Background: an optimization exercise with open tools, aiming at small area, a short achievable clock period and few clock cycles per item. Do not read the settings as production practice. Only simulation tests tie the RTL to the original design; equivalence was not proved. Power is estimated from default activity; no workload was simulated.

== maple ==
// alu_pipe
module alu_pipe #(
    parameter int OPERANDSIZE = 64
) (
    input  logic                   clk,
    input  logic                   rst,
    input  logic                   inValid,
    output logic                   inReady,
    input  logic [OPERANDSIZE-1:0] a,
    input  logic [OPERANDSIZE-1:0] b,
    input  logic [11:0]            operationSelect,
    output logic                   outValid,
    input  logic                   outReady,
    output logic [OPERANDSIZE-1:0] q,
    output logic                   zero,
    output logic                   carry,
    output logic                   overflow,
    output logic                   illegal
);
    logic [63:0] a_r;
    logic [63:0] b_r;
    logic        v1_r;
    logic        op_addsub_r;    
    logic        op_sub_r;       
    logic        op_xor_r, op_and_r, op_or_r;
    logic        op_sll_r, op_srl_r, op_sra_r;
    logic        op_slt_r, op_sltu_r;
    logic        op_mul_r, op_ill_r;
    logic [5:0]  rot_r;          
    logic [5:0]  sh_r;           
    logic [3:0]  cnt_r;          
    logic [3:0]  one_r, two_r, neg_r;
    logic [3:0]  onen_r, twon_r, negn_r;    
    logic [55:0] acc_s_r;
    logic [55:0] acc_c_r;
    logic [7:0]  lx_r, ly_r;
    logic        ln_r;
  ...
Settings: LEC_CHECK=0, ABC_AREA=1, CAP_MARGIN=20, CORE_MARGIN=2, CORE_UTILIZATION=40, SETUP_SLACK_MARGIN=4.6, SLEW_MARGIN=20, SYNTH_HIERARCHICAL=1, TNS_END_PERCENT=1; clock period 7.5 ns.
run.sh (not shown) runs the stock make flow with config.mk's settings and CLKGATE_MAP_FILE= SYNTH_SCRIPT=/design/flow/synth_recipe.tcl, a recipe that flattens the netlist after the stock synthesis.
Testbench counts of maple, summed over its fixed seeds: cycles 27,408, items 16,000.
Here is what was changed in the inputs of raven compared with maple.
- clearing ABC_AREA, which used to be 1
- swapping 1 for 3 in TNS_END_PERCENT
Results
- Every run (raven and maple) finished clean.
- Delta (raven minus maple): cell area after synthesis down about 6%, number of buffers inserted by post-CTS setup repair up about 60%, final critical-path share of the clock period up 4.8 points, count of non-filler cells in the finished layout down 26%.
- Diff maple -> raven: final design instance area without fill down about 4%, area used by multi-input combinational logic rose by about 0.43%.
- In raven the power consumed by combinational cells turned out about 25% lower than in maple.
- raven against maple: y dimension of the die moved down; transition time of the tightest slew-check pin moved up.
Input-level comparison between juniper and raven:
- setting ABC_AREA to 1 for the first time
- juniper reached the end of the flow, and the finished layout is clean on the timing, design-rule and antenna checks.
- Looking at juniper and raven, the clock-pin slew on the worst setup and hold paths is a wash.
- | final standard cell utilization of the core | raven vs juniper | ≈ equal |
- juniper vs raven — fraction of power consumed by combinational cells rose 7.7 points.
- Of juniper and raven, the run reporting the lower relative max-transition margin was raven.
- Areal power density over the cells in juniper is about 8% higher than in raven
- juniper vs raven, die outline width went up by 2.9%.
- The die area of juniper exceeds that of raven by 6.0%.
- The post-route total power of juniper was inferior to that of raven.
- Transition time at the pin with the least slew margin in juniper vs raven: down 0.0082 ns
- Final area went up by a few percent going from raven to juniper.
- When juniper is measured against raven, its tap cell count turns out 100 higher.
### juniper -> fjord
- SETUP_SLACK_MARGIN changed from 4.6 to 4.4
- TNS_END_PERCENT changed from 3 to 1
Results
juniper | stages: all done | timing, DRC, antenna: all pass. fjord has completed all stages; timing, DRC and antenna checks passed. Of the two values seen for critical path startpoint, b_r[35]$_DFFE_PN_ was produced by juniper and b_r[25]$_DFFE_PN_ by fjord. Number of gates resized after CTS ended up 35 lower on fjord than on juniper. juniper → fjord: final weighted congestion in routability-driven placement held; global-route wire length before repair went down about 0.5%. When fjord is measured against juniper, its filler-free cell count of the finished design turns out about 0.8% lower. Relative slew slack | fjord above juniper. Between juniper and fjord, the post-route clock period utilization is lower for juniper. Cmp fjord vs juniper: layout overhead on the synthesized area lower in fjord.

[static timing again, ports no longer ideal]
Ports are ideal in the flow. The routed layouts listed here were re-timed in OpenROAD.
Step 1 assumes that a clkbuf_16 drives the clock port and a buf_2 every other input.
Step 2 adds t to the input delays and takes it off the output delays; t is the mean of the earliest and latest rising clock arrival at the registers after step 1. Input paths then give back, and output paths get back, about the clock's delay inside the block.
Three values: no drivers, after step 1, after step 2; two values: the first two.
run	t (ns)	setup slack, ns	worst setup path after step 2	worst data-port slew with drivers (ns)	pins driven straight from the clock port
maple	0.736	4.107 / 4.107 / 3.695	input to register	0.08	1
raven	0.767	3.745 / 3.745 / 3.470	input to register	0.07	1
juniper	0.730	4.083 / 4.083 / 3.674	input to register	0.08	1
fjord	0.734	4.025 / 4.025 / 3.589	input to register	0.08	1
After both steps setup and hold are still met in every run listed. For fjord, which loses most, drivers alone change the setup slack by 0.000 ns; drivers and shift together by -0.436 ns.
